Background: an optimization exercise with open tools, aiming at small area, a short achievable clock period and few clock cycles. Do not read the settings as production practice. Only the layout flow was run in this run; the RTL was not checked for function there. Power is estimated from default activity; no workload was simulated.

## flow/design.v

```verilog
package aip_pkg;
	localparam logic [7:0] CH_NUL = 8'h00;
	localparam logic [7:0] CH_ZERO = 8'h30;
	localparam logic [7:0] CH_X = 8'h78;
	localparam logic [7:0] CH_MINUS = 8'h2d;
	localparam logic [4:0] BASE_AUTO = 5'd0;
	localparam logic [4:0] BASE_DEC = 5'd10;
	localparam logic [4:0] BASE_HEX = 5'd16;
endpackage
module aip_core (
	input  logic [63:0] acc,
	input  logic [4:0]  mul,
	input  logic [5:0]  add,
	output logic [63:0] nxt
);
	assign nxt = acc * {59'd0, mul} + {58'd0, add};
endmodule
module aip_out (
	input  logic [63:0] acc,
	input  logic        inv,
	output logic [63:0] value
);
	assign value = acc ^ {64{inv}};
endmodule
module ascii_integer_parser (
	input  logic                     clk,
	input  logic                     arst_n,
	input  logic                     item_valid,
	output logic                     item_stall,
	input  logic [8:0]               item,
	output logic                     result_valid,
	input  logic                     result_stall,
	output logic [79:0]              result,
	input  logic                     cfg_we,
	input  logic                     cfg_index,
	input  logic [4:0]               cfg_data
);
	logic [4:0]  base_sel_q;
	logic        sgn_q;
	always_ff @(posedge clk or negedge arst_n) begin
		if (!arst_n) begin
			base_sel_q <= aip_pkg::BASE_AUTO;
			sgn_q <= 1'b1;
		end else if (cfg_we) begin
			if (cfg_index) sgn_q <= cfg_data[0];
			else base_sel_q <= cfg_data;
		end
	end
	logic        v1;
	logic [7:0]  c;
	logic        f1;
	always_ff @(posedge clk or negedge arst_n) begin
		if (!arst_n) v1 <= 1'b0;
		else if (!item_stall) v1 <= item_valid;
	end
	always_ff @(posedge clk) begin
		if (!item_stall) {c, f1} <= item;
	end
	logic        ph_prefix, ph_zero, ph_auto0, ph_auto0x, ph_digits;
	logic        neg, nz;
	logic [4:0]  base;
	logic [63:0] acc;
	logic [15:0] cnt;
	logic        rv;
	logic        adv;
	assign adv = v1 && !(rv && result_stall);
	assign item_stall = v1 && rv && result_stall;
	logic        is_dec, is_hl, is_x, is_zero, is_minus, is_nul;
	logic [3:0]  dval;
	assign is_dec = (c[7:4] == 4'h3) && (c[3:0] <= 4'd9);
	assign is_hl = (c[7:6] == 2'b01) && (c[4:3] == 2'b00) && (c[2:0] != 3'd0) && (c[2:0] != 3'd7);
	assign is_x = (c == aip_pkg::CH_X);
	assign is_zero = (c == aip_pkg::CH_ZERO);
	assign is_minus = (c == aip_pkg::CH_MINUS);
	assign is_nul = (c == aip_pkg::CH_NUL);
	assign dval = is_dec ? c[3:0] : (c[3:0] + 4'd9);
	logic        auto_sel;
	logic [4:0]  first_base;
	assign auto_sel = (base_sel_q == aip_pkg::BASE_AUTO);
	assign first_base = auto_sel ? aip_pkg::BASE_DEC : base_sel_q;
	logic        hex_eff, digit;
	logic        take_d, emit;
	logic        n_prefix, n_zero, n_auto0, n_auto0x, n_digits;
	logic        n_neg, n_nz;
	logic [4:0]  n_base;
	logic [15:0] n_cnt;
	logic [4:0]  mul;
	logic [5:0]  add;
	always_comb begin
		hex_eff = f1 ? (first_base == aip_pkg::BASE_HEX)
		        : ph_auto0x ? 1'b1
		        : ph_auto0 ? 1'b0
		        : (base == aip_pkg::BASE_HEX);
		digit = is_dec || (is_hl && hex_eff);
		take_d = 1'b0;
		emit = 1'b0;
		n_prefix = ph_prefix;
		n_zero = ph_zero;
		n_auto0 = ph_auto0;
		n_auto0x = ph_auto0x;
		n_digits = ph_digits;
		n_neg = neg;
		n_nz = nz;
		n_base = base;
		n_cnt = cnt;
		mul = 5'd1;
		add = 6'd0;
		if (adv) begin
			if (f1) begin
				n_prefix = 1'b0;
				n_zero = 1'b0;
				n_auto0 = 1'b0;
				n_auto0x = 1'b0;
				n_digits = 1'b0;
				n_neg = 1'b0;
				n_nz = 1'b0;
				n_cnt = 16'd1;
				mul = 5'd0;
				if (auto_sel && is_zero) begin
					n_base = aip_pkg::BASE_DEC;
					n_auto0 = 1'b1;
				end else begin
					n_base = first_base;
					if (sgn_q && is_minus) begin
						n_neg = 1'b1;
						n_prefix = 1'b1;
					end else if (first_base == aip_pkg::BASE_HEX && is_zero) begin
						n_zero = 1'b1;
					end else if (digit) begin
						n_digits = 1'b1;
						add = {2'b00, dval};
					end else begin
						n_cnt = 16'd0;
						emit = 1'b1;
					end
				end
			end else if (ph_prefix && base == aip_pkg::BASE_HEX && is_zero) begin
				n_cnt = cnt + 16'd1;
				n_prefix = 1'b0;
				n_zero = 1'b1;
			end else if (ph_zero && is_x) begin
				n_cnt = cnt + 16'd1;
				n_zero = 1'b0;
				n_digits = 1'b1;
			end else if (ph_auto0 && is_x) begin
				n_auto0 = 1'b0;
				n_auto0x = 1'b1;
			end else if (ph_auto0x && is_nul) begin
				n_base = aip_pkg::BASE_DEC;
				emit = 1'b1;
			end else if (ph_prefix || ph_zero || ph_auto0 || ph_auto0x || ph_digits) begin
				if (ph_auto0) n_base = aip_pkg::BASE_DEC;
				if (ph_auto0x) begin
					n_base = aip_pkg::BASE_HEX;
					n_cnt = 16'd2;
				end
				if (digit) begin
					take_d = 1'b1;
					if (ph_auto0x) n_cnt = 16'd3;
					else if (cnt != 16'hFFFF) n_cnt = cnt + 16'd1;
					mul = base;
					if (!neg) add = {2'b00, dval};
					else if (!nz) add = (dval == 4'd0) ? 6'd0 : {2'b00, dval - 4'd1};
					else add = {1'b0, base} + {2'b00, dval} - 6'd1;
					n_nz = nz || (dval != 4'd0);
				end else begin
					emit = 1'b1;
				end
			end
			if (take_d || emit) begin
				n_prefix = 1'b0;
				n_zero = 1'b0;
				n_auto0 = 1'b0;
				n_auto0x = 1'b0;
				n_digits = take_d;
			end
		end
	end
	logic [63:0] acc_nxt;
	aip_core u_core (
		.acc (acc),
		.mul (mul),
		.add (add),
		.nxt (acc_nxt)
	);
	always_ff @(posedge clk or negedge arst_n) begin
		if (!arst_n) begin
			ph_prefix <= 1'b0;
			ph_zero <= 1'b0;
			ph_auto0 <= 1'b0;
			ph_auto0x <= 1'b0;
			ph_digits <= 1'b0;
			rv <= 1'b0;
		end else begin
			ph_prefix <= n_prefix;
			ph_zero <= n_zero;
			ph_auto0 <= n_auto0;
			ph_auto0x <= n_auto0x;
			ph_digits <= n_digits;
			rv <= (adv && emit) || (rv && result_stall);
		end
	end
	always_ff @(posedge clk) begin
		neg <= n_neg;
		nz <= n_nz;
		base <= n_base;
		cnt <= n_cnt;
		acc <= acc_nxt;
	end
	logic [63:0] value;
	aip_out u_out (
		.acc   (acc),
		.inv   (neg && nz),
		.value (value)
	);
	assign result_valid = rv;
	assign result = {value, cnt};
endmodule
```

## flow/run.sh

```bash
#!/bin/bash
# synth_recipe.tcl (not shown) runs the flow's synth.tcl, then flattens the netlist and writes it again
# the make line also repeats each setting of config.mk as NAME=value (left out here)
make -C /OpenROAD-flow-scripts/flow DESIGN_CONFIG=/design/flow/config.mk WORK_HOME=/design/flow/orfs CLKGATE_MAP_FILE= SYNTH_SCRIPT=/design/flow/synth_recipe.tcl finish
```

## flow/config.mk

```make
export PLATFORM = sky130hd
export DESIGN_NAME = ascii_integer_parser
export DESIGN_NICKNAME = ascii_integer_parser
export VERILOG_FILES = /design/flow/design.v
export SDC_FILE = /design/flow/constraint.sdc
export NUM_CORES = 4
export LEC_CHECK = 0
export CAP_MARGIN = 20
export CORE_MARGIN = 2
export CORE_UTILIZATION = 40
export SLEW_MARGIN = 20
```

## flow/constraint.sdc

```tcl
create_clock -name core_clock -period 9.0 [get_ports {clk}]
set_input_delay 1.8000 -clock core_clock [delete_from_list [all_inputs] [get_ports {clk}]]
set_output_delay 1.8000 -clock core_clock [all_outputs]
set_load 0.01 [all_outputs]
```

==> summary.txt <==
FINAL LAYOUT
--------------------------------------------------------------------------------------
Net count reported at finish ............................................        2,224
Fraction of final layout cells sized beyond drive strength 1 ............        3.81%
Highest-count cells in the layout ignoring fill and taps ................ 300 x sky130_fd_sc_hd__inv_1, 185 x sky130_fd_sc_hd__fa_1, 177 x sky130_fd_sc_hd__and3_1
Most common cell after layout, fill and taps aside ...................... sky130_fd_sc_hd__inv_1
Area growth from synthesis to layout ....................................        11.0%
Total inserted antenna cells ............................................            0

CLOCK NETWORK
--------------------------------------------------------------------------------------
Max clock buf depth .....................................................            2
Root Buffer ............................................................. sky130_fd_sc_hd__clkbuf_16
Number of gates resized after cts .......................................            0
Clock network latency to the later pin of the worst-skew pair ...........      0.38 ns
Reg clk slew, reported paths ............................................      0.09 ns
Num CTS Buffers .........................................................            9
Number of hold-repair buffers added at the cts stage ....................            0
Clock tree from TritonCTS ...............................................         done
Number of levels in the clock H-tree ....................................            3
Post-CTS setup buffers ..................................................            0
Clock net sink count ....................................................          109

STA
--------------------------------------------------------------------------------------
Max-slew violation count ................................................            0
Maximum clock skew at final layout ......................................    0.0172 ns
Setup repair after global routing missed its margin .....................        false
Worst hold slack after final layout .....................................     0.537 ns
Slew @ Worst Pin ........................................................     0.896 ns
Min Tclk post-route .....................................................      7.83 ns
Final number of hold-violating endpoints ................................            0
Relative max-transition margin ..........................................        40.1%
Fmax achieved ...........................................................    0.128 GHz
Share of the cycle needed by the critical path after routing ............        86.9%
Accumulated negative setup slack ........................................         0 ns
Number of setup violations in the final report ..........................            0

SETUP PATH
--------------------------------------------------------------------------------------
Critical path peak fanout ...............................................           21
Worst setup path category ...............................................    in -> reg
Crit path arrival time ..................................................      8.06 ns
Type of destination of the critical path ................................         flop
Element type at the critical path start ................................. primary input
Required time of the critical path ......................................      9.23 ns

SYNTHESIS
--------------------------------------------------------------------------------------
Synth Area in Compound Gates ............................................        12.4%
Fraction of the mapped netlist area in adder cells ......................        33.6%
Dominant register cell in the synthesized netlist ....................... sky130_fd_sc_hd__dfxtp_1
Post-Synthesis Cell Area ................................................  16,000 um^2
Share of synthesized registers carrying an async set or reset ...........        11.9%
Xor/xnor cell area share of the yosys netlist ...........................        7.61%
Leading cell types by total area after synthesis ........................ sky130_fd_sc_hd__fa_1 23%, sky130_fd_sc_hd__ha_1 10%, sky130_fd_sc_hd__dfxtp_1 8.0%, sky130_fd_sc_hd__inv_1 7.0%, sky130_fd_sc_hd__and3_1 6.9%
Number of cells produced by synthesis ...................................        1,852
Sequential fraction of the synthesis area ...............................        16.1%
Number of flops mapped to enable cells by yosys .........................           32
Largest area contributor in the netlist ................................. sky130_fd_sc_hd__fa_1
Mux share of post-synthesis cell area ...................................       0.681%
Main combinational cell family by area after synthesis ..................  adder cells
Mapped Nets .............................................................        2,191
Count of yosys warnings during synthesis ................................            1
Share of synthesized cell area in and, or, nand and nor gates ...........        20.2%
Post-Synthesis Mean Instance Area .......................................    8.63 um^2
Post-synth cell types ...................................................           77
Post-synth top area share ...............................................        23.2%
Register bit total from synthesis .......................................          109

FLOW RUN
--------------------------------------------------------------------------------------
Total of max-cap violations .............................................            0

DIE
--------------------------------------------------------------------------------------
Top-level I/O count .....................................................          102
Std-Cell Core Area ......................................................  39,500 um^2
Chip Height .............................................................       204 um
Die Width ...............................................................       204 um
Starting density of the core ............................................        40.4%
Row count ...............................................................           73
Die area ................................................................  41,600 um^2

ROUTE
--------------------------------------------------------------------------------------
Antenna violation net count after detailed routing ......................            0
First-pass DRT Iterations ...............................................            7
DRC violation total after the first TritonRoute iteration ...............          729
Average detailed-routed wire length per instance ........................      16.2 um
Avg Vias per Cell .......................................................         5.21
Total length of routed wires ............................................    39,200 um
Remaining routing DRC violations ........................................            0
Routed via count ........................................................        12.6k

POWER AND IR DROP
--------------------------------------------------------------------------------------
Power Total .............................................................    0.00149 W
Largest voltage drop on the vdd net .....................................       113 uV
Static Leakage ..........................................................      8.96 nW
Pwr Density ............................................................. 83.7 nW/um^2

STATUS
--------------------------------------------------------------------------------------
Status ..................................................................  no timing/DRC/antenna violations

GRT
--------------------------------------------------------------------------------------
Number of antenna violations at the first check in global routing .......            1
Maximum number of pins on one net before global-route repair ............           73
Number of global-route vias before repair ...............................        13.0k
Global Route Usage Sum ..................................................        19.6%
First-pass GRT wire length ..............................................    66,700 um
Global route total overflow .............................................            0

PLACED DESIGN
--------------------------------------------------------------------------------------
Weighted congestion reported at the end of routability-driven placement .        0.857
Port buffer count .......................................................          101
Final HPWL from detailed placement ......................................    30,000 um

HOLD PATH
--------------------------------------------------------------------------------------
Class of the tightest hold or removal check .............................   reg -> reg

-- worst max-delay path, stage by stage --
cell                              delay [ns]
sky130_fd_sc_hd__clkdlybuf4s50_1        0.42
sky130_fd_sc_hd__nand2_1                0.09
sky130_fd_sc_hd__nand2_1                0.33
sky130_fd_sc_hd__nor2_4                 0.46
sky130_fd_sc_hd__and2_1                 0.48
sky130_fd_sc_hd__nand2_1                0.16
sky130_fd_sc_hd__fa_1                   0.50
sky130_fd_sc_hd__fa_1                   0.52
sky130_fd_sc_hd__fa_1                   0.54
sky130_fd_sc_hd__inv_1                  0.04
sky130_fd_sc_hd__ha_1                   0.35
sky130_fd_sc_hd__a211o_1                0.31
sky130_fd_sc_hd__a21oi_2                0.21
sky130_fd_sc_hd__a211oi_2               0.12
sky130_fd_sc_hd__o211a_1                0.27
sky130_fd_sc_hd__o41ai_4                0.40
sky130_fd_sc_hd__o21ai_2                0.22
sky130_fd_sc_hd__a41oi_4                0.36
sky130_fd_sc_hd__o41ai_2                0.14
sky130_fd_sc_hd__nor4_1                 0.24
sky130_fd_sc_hd__a211oi_1               0.08
-- worst paths after layout --
check | start | to | slack (ns) | cells after the start
min in group asynchronous | arst_n | base_sel_q[2] | 1.79 | 1
max reg2reg | c[0] | acc[60] | 1.19 | 26
max | result_stall | acc[60] | 1.17 | 21
min reg2reg | ph_digits | ph_digits | 0.54 | 1
max in group asynchronous | arst_n | ph_prefix | 6.80 | 1
min | ph_digits | ph_digits | 0.54 | 1
-- layout make-up --
type / instances / area, um^2
clock inverters: 7 / 86.3
flip-flops and latches: 109 / 2570
repair buffers: 116 / 1130
fillers: 3857 / 21800
well taps: 525 / 657
inverters: 300 / 1130
clock buffers: 9 / 225
multi-input cells: 1349 / 12000
-- cell families after synthesis --
| logic type | after synthesis |
|---|---|
| AOI/OAI and AO/OA | 294 |
| xor gates and xnor gates | 139 |
| adders and majority gates | 319 |
| buffers and inverters | 394 |
| DFF | 109 |
| muxes | 10 |
| and+or+nand+nor | 587 |
-- state kept, by name, summed over array words and instances, names as in the netlist --
register	count
ph_auto0x	1
ph_zero	1
neg	1
ph_digits	1
sgn_q	1
c	8
f1	1
nz	1
acc	64
cnt	16
ph_auto0	1
ph_prefix	1
base	5
v1	1
base_sel_q	5
rv	1
-- report_power, final --
group	internal, W	switching, W
logic	0.000193	0.000249
registers	0.000560	0.0000548
clock network	0.000200	0.000229
total	0.000953	0.000533
-- stage by stage --
| step | cells | setup slack (ns) | area (um^2) | utilization (%) |
|---|---|---|---|---|
| finish | 2415 | 1.17 | 17700 | 44.9 |
| global route | 2415 | 0.764 | 17700 | 44.9 |
| CTS | 2415 | 1.20 | 17700 | 44.8 |
| detailed placement | 2399 | 0.800 | 17400 | 44.1 |
| global placement | 2399 | 0.961 | 17400 | 44.1 |
| floorplan | 1852 | 2.02 | 16000 | - |
-- synth_stat cells (60+ instances only) --
master / n
sky130_fd_sc_hd__ha_1: 134
sky130_fd_sc_hd__inv_1: 300
sky130_fd_sc_hd__nor2b_1: 65
sky130_fd_sc_hd__clkbuf_1: 79
sky130_fd_sc_hd__dfxtp_1: 64
sky130_fd_sc_hd__and2_1: 60
sky130_fd_sc_hd__nor2_1: 63
sky130_fd_sc_hd__a21oi_1: 97
sky130_fd_sc_hd__fa_1: 185
sky130_fd_sc_hd__xnor2_1: 110
sky130_fd_sc_hd__nand2_1: 109
sky130_fd_sc_hd__and3_1: 177
-- metal layers --
layer | global-route usage, % | part of all wire (%) | up-vias
li1 | - | - | 6151
met4 | 4.11 | 1.4 | 0
met2 | 31.4 | 45 | 255
met3 | 2.44 | 4.6 | 29
met5 | 0 | 0 | -
met1 | 28.3 | 49 | 6142

[static timing again, ports no longer ideal]
The flow's constraints put no driver on any port. The routed layout listed below was extracted and timed again, unchanged, in two steps. Step 1 assumes that a clkbuf_16 drives the clock port and a buf_2 every other input. Step 2 adds t to the input delays and takes it off the output delays; t is the mean of the earliest and latest rising clock arrival at the registers after step 1. Input paths then give back, and output paths get back, about the clock's delay inside the block. a / b / c = ideal / step 1 / step 2; a / b = the first two.
t (ns): 0.423
slack for setup (ns): 1.175 / 1.192 / 0.779
worst data-port slew with drivers (ns): 0.04
After both steps this run still meets setup and hold. For this run, drivers alone change the setup slack by +0.017 ns; drivers and shift together by -0.396 ns.
